Source: an optimization exercise on an open RTL-to-GDS flow (aim: small area). Production flows keep margins and buffers that such runs may drop.
Only simulation tests tie the RTL to the original design; equivalence was not proved.
Power and IR drop assume default switching activity.

## alpha
## top_level
module top_level
#(
  parameter int unsigned DATA_ADDRS   = 2,
  parameter int unsigned WORD_BYTES   = 128,
  parameter int unsigned CLKS_PER_BIT = comms_pkg::CLKS_PER_BIT_DEFAULT
) (
  input  logic clk_100mhz,
  input  logic sys_rst,
  input  logic uart_rxd,
  output logic uart_txd
);
  localparam int unsigned     SlotW   = comms_pkg::idx_width(WORD_BYTES);
  localparam int unsigned     CntW    = 5;
  logic [7:0] rx_byte;
  logic       rx_valid;
  uart_rx #(
    .CLKS_PER_BIT(CLKS_PER_BIT)
  ) u_uart_rx (
    .clk_i       (clk_100mhz),
    .rst_ni      (sys_rst),
    .rxd_i       (uart_rxd),
    .byte_o      (rx_byte),
    .byte_valid_o(rx_valid)
  );
  localparam logic [SlotW-1:0] SlotLast = 7'h40;
  function automatic logic [SlotW-1:0] lfsr_step(input logic [SlotW-1:0] s);
    lfsr_step = {s[SlotW-2:0], s[SlotW-1] ^ s[SlotW-2] ^ (s[SlotW-2:0] == '0)};
  endfunction
  logic [WORD_BYTES-1:0] ring_q [2*8];
  logic [SlotW-1:0]      slot_q;      
  comms_pkg::ctrl_state_e state_q;
  logic [SlotW:0]   idx_q;
  logic             pend_q;       
  logic             valid_q;      
  logic [CntW-1:0]  tx_cnt_q;
  logic [3:0]       tx_pos_q;
  logic [7:0]       buf_q;        
  logic             txd_q;
  logic             hit_cur_q;    
  logic             hit_prev;     
  logic [SlotW-1:0] slot_step;
  logic [SlotW-1:0] idx_step;
  logic [7:0]       tap;
  always_comb begin
    hit_prev  = (slot_q == idx_q[SlotW-1:0]);
    slot_step = lfsr_step(slot_q);
  ...
For scale: about 2,400 cells after synthesis, roughly 2,100 flip-flops, ~4 I/O pins.
==> flow/config.mk <==
export PLATFORM = sky130hd
export DESIGN_NAME = top_level
export DESIGN_NICKNAME = top_level
export VERILOG_FILES = /design/flow/design.v
export SDC_FILE = /design/flow/constraint.sdc
export NUM_CORES = 4
export LEC_CHECK = 0
export CAP_MARGIN = 20
export CORE_MARGIN = 2
export CORE_UTILIZATION = 70
export PLACE_DENSITY = 0.8
export SLEW_MARGIN = 20
==> flow/constraint.sdc <==
create_clock -name core_clock -period 10.0 [get_ports {clk_100mhz}]
set_input_delay 2.0000 -clock core_clock [delete_from_list [all_inputs] [get_ports {clk_100mhz}]]
set_output_delay 2.0000 -clock core_clock [all_outputs]
set_load 0.01 [all_outputs]
standard.sh (not shown) runs the stock make flow with config.mk's settings and CLKGATE_MAP_FILE= SYNTH_SCRIPT=/design/flow/synth_recipe.tcl, a recipe that flattens the netlist after the stock synthesis.
==> flow/flow/run.sh <==
#!/bin/bash
# Standard layout, with clock tree synthesis options of our own.
export CTS_ARGS="-sink_clustering_enable -repair_clock_nets -buf_list sky130_fd_sc_hd__clkbuf_8 -root_buf sky130_fd_sc_hd__clkbuf_16 -sink_clustering_size 18 -sink_clustering_max_diameter 90 -dont_use_dummy_load"
bash standard.sh > flow_standard.log 2>&1
alpha finished every stage and its layout cleared the timing, design-rule and antenna checks.
Setup changes, alpha to beta
--- a/flow/design.v
+++ b/flow/design.v
@@ -4,9 +4,9 @@
   localparam int unsigned CLKS_PER_BIT_DEFAULT = 25;
   typedef enum logic [2:0] {
-    StIdle  = 3'd0,
-    StHdr1  = 3'd6,
-    StHdr2  = 3'd1,
-    StWrite = 3'd5,
-    StRead  = 3'd4
+    StIdle,
+    StHdr1,
+    StHdr2,
+    StWrite,
+    StRead
   } ctrl_state_e;
   typedef enum logic [1:0] {
[summary]
Delta (beta minus alpha): post-synthesis share of cell area spent on full adders, half adders and majority gates shows no meaningful change, post-route cell area flat, portion of the post-synthesis area used by sequential elements flat. Between alpha and beta, the area of the die figures differ only marginally. Of alpha and beta, alpha shows the higher placer's final routability congestion estimate, with beta below it. Between alpha and beta, the synthesized cell count figures differ only marginally. alpha and beta ended up with roughly the same instance area at placement. beta vs alpha: multi-input gate area in the final layout up slightly. Summary: with alpha as the reference, maximum frequency in beta moved down slightly. beta: met2 usage in global routing lower than alpha.

--- another note on this design; it stands on its own ---

clock: 10.0 ns
lec_check: 0
cap_margin: 20
core_margin: 2
core_utilization: 70
place_density: 0.8
slew_margin: 20
standard.sh (not shown) runs the stock make flow with config.mk's settings and CLKGATE_MAP_FILE= SYNTH_SCRIPT=/design/flow/synth_recipe.tcl, a recipe that flattens the netlist after the stock synthesis.
==> flow/flow/run.sh <==
#!/bin/bash
# Standard layout, with clock tree synthesis options of our own.
export CTS_ARGS="-sink_clustering_enable -repair_clock_nets -buf_list sky130_fd_sc_hd__clkbuf_8 -root_buf sky130_fd_sc_hd__clkbuf_16 -sink_clustering_size 19 -sink_clustering_max_diameter 60 -dont_use_dummy_load"
bash standard.sh > flow_standard.log 2>&1
The first run produced a clean layout.
Change:
--- a/flow/design.v
+++ b/flow/design.v
@@ -2,13 +2,13 @@
   localparam logic [7:0] OP_WRITE_ALL = 8'h00;
   localparam logic [7:0] OP_READ      = 8'h04;
   localparam int unsigned CLKS_PER_BIT_DEFAULT = 25;
   typedef enum logic [2:0] {
-    StIdle  = 3'd0,
-    StHdr1  = 3'd6,
-    StHdr2  = 3'd1,
-    StWrite = 3'd5,
-    StRead  = 3'd4
+    StIdle,
+    StHdr1,
+    StHdr2,
+    StWrite,
+    StRead
   } ctrl_state_e;
   typedef enum logic [1:0] {
     TxStart,
     TxData,
- worst hold slack gets better by 0.0051 ns
- area after synthesis is about the same
- routed wire length went down by about 1.7%
- final cell count hardly moves
- power fell by 0.72%
- design area is about the same
- non-clock buffer count grows by 1
- global-route usage went down by 0.48 points
- setup slack loses 0.078 ns

--- another note on this design; it stands on its own ---

==> run P <==
==> flow/design.v (excerpt) <==
module top_level
#(
  parameter int unsigned DATA_ADDRS   = 2,
  parameter int unsigned WORD_BYTES   = 128,
  parameter int unsigned CLKS_PER_BIT = comms_pkg::CLKS_PER_BIT_DEFAULT
) (
  input  logic clk_100mhz,
  input  logic sys_rst,
  input  logic uart_rxd,
  output logic uart_txd
);
clock: 10.0 ns
lec_check: 0
cap_margin: 20
core_margin: 2
core_utilization: 70
place_density: 0.8
slew_margin: 20
standard.sh (not shown) runs the stock make flow with config.mk's settings and CLKGATE_MAP_FILE= SYNTH_SCRIPT=/design/flow/synth_recipe.tcl, a recipe that flattens the netlist after the stock synthesis.
==> flow/flow/run.sh <==
#!/bin/bash
# Standard layout, with clock tree synthesis options of our own.
export CTS_ARGS="-sink_clustering_enable -repair_clock_nets -buf_list sky130_fd_sc_hd__clkbuf_8 -root_buf sky130_fd_sc_hd__clkbuf_16 -dont_use_dummy_load"
bash standard.sh > flow_standard.log 2>&1
==> run K (differences from run P) <==
--- a/flow/design.v
+++ b/flow/design.v
@@ -5,7 +5,7 @@
   typedef enum logic [2:0] {
-    StIdle,
-    StHdr1,
-    StHdr2,
-    StWrite,
-    StRead
+    StIdle  = 3'd0,
+    StHdr1  = 3'd6,
+    StHdr2  = 3'd1,
+    StWrite = 3'd5,
+    StRead  = 3'd4
   } ctrl_state_e;
==> flow/flow/run.sh (replaced) <==
#!/bin/bash
# Standard layout, with clock tree synthesis options of our own.
export CTS_ARGS="-sink_clustering_enable -buf_list {sky130_fd_sc_hd__clkbuf_4 sky130_fd_sc_hd__clkbuf_8} -sink_clustering_buffer sky130_fd_sc_hd__clkbuf_8 -tree_buf sky130_fd_sc_hd__clkbuf_4 -root_buf sky130_fd_sc_hd__clkbuf_16 -sink_clustering_size 18 -sink_clustering_max_diameter 60 -dont_use_dummy_load"
bash standard.sh > flow_standard.log 2>&1
==> reports/metrics.cfg <==
[outcome]
status=no timing/DRC/antenna violations

[critical_path]
reg2reg_from=idx_q[2]

[layout]
inverters=10

[clocking]
insertion_delay_ps=750

[logic_synthesis]
synthTopCellsByCount=dfxtp_1 (2,062), nor2_1 (29), a21oi_1 (26), edfxtp_1 (25), nand2_1 (19)
yosysTopAreaCellShare=0.933

[drt]
wl_met1_microns=28200

The numbers above come from run P.

==> reports/metrics.cfg <==
[layout]
inverters=9

[drt]
wl_met1_microns=25000

[critical_path]
r2r-end=idx_q[0]
reg2reg_from=tx_pos_q[0]

[clocking]
insertion_delay_ps=740

[outcome]
status=no timing/DRC/antenna violations

[logic_synthesis]
yosysTopAreaCellShare=0.934

[timing]
fmax_ghz=0.273

The numbers above come from run K.

## what the ideal ports hide
The flow's constraints put no driver on any port. The routed layouts listed below were extracted and timed again, unchanged, in two steps. Step 1 assumes that a clkbuf_16 drives the clock port and a buf_2 every other input. Step 2, shift: input delay + t, output delay - t, t = (earliest + latest rising clock arrival at the registers) / 2. This alone moves slack from input paths to output paths. Slacks: ideal / step 1 / step 2; pairs: ideal / step 1.
run | t (ns) | slack for setup (ns) | clock arrival spread, ns
alpha | 0.693 | 6.300 / 6.240 / 6.933 | 0.070 / 0.070
beta | 0.701 | 6.246 / 6.184 / 6.885 | 0.072 / 0.072
the first run of note 2 | 0.683 | 6.374 / 6.315 / 6.999 | 0.117 / 0.117
the second run of note 2 | 0.697 | 6.296 / 6.235 / 6.932 | 0.087 / 0.087
run P | 0.783 | 6.210 / 6.146 / 6.929 | 0.075 / 0.075
run K | 0.739 | 6.334 / 6.274 / 7.012 | 0.135 / 0.135
After both steps setup and hold are still met in every run listed.
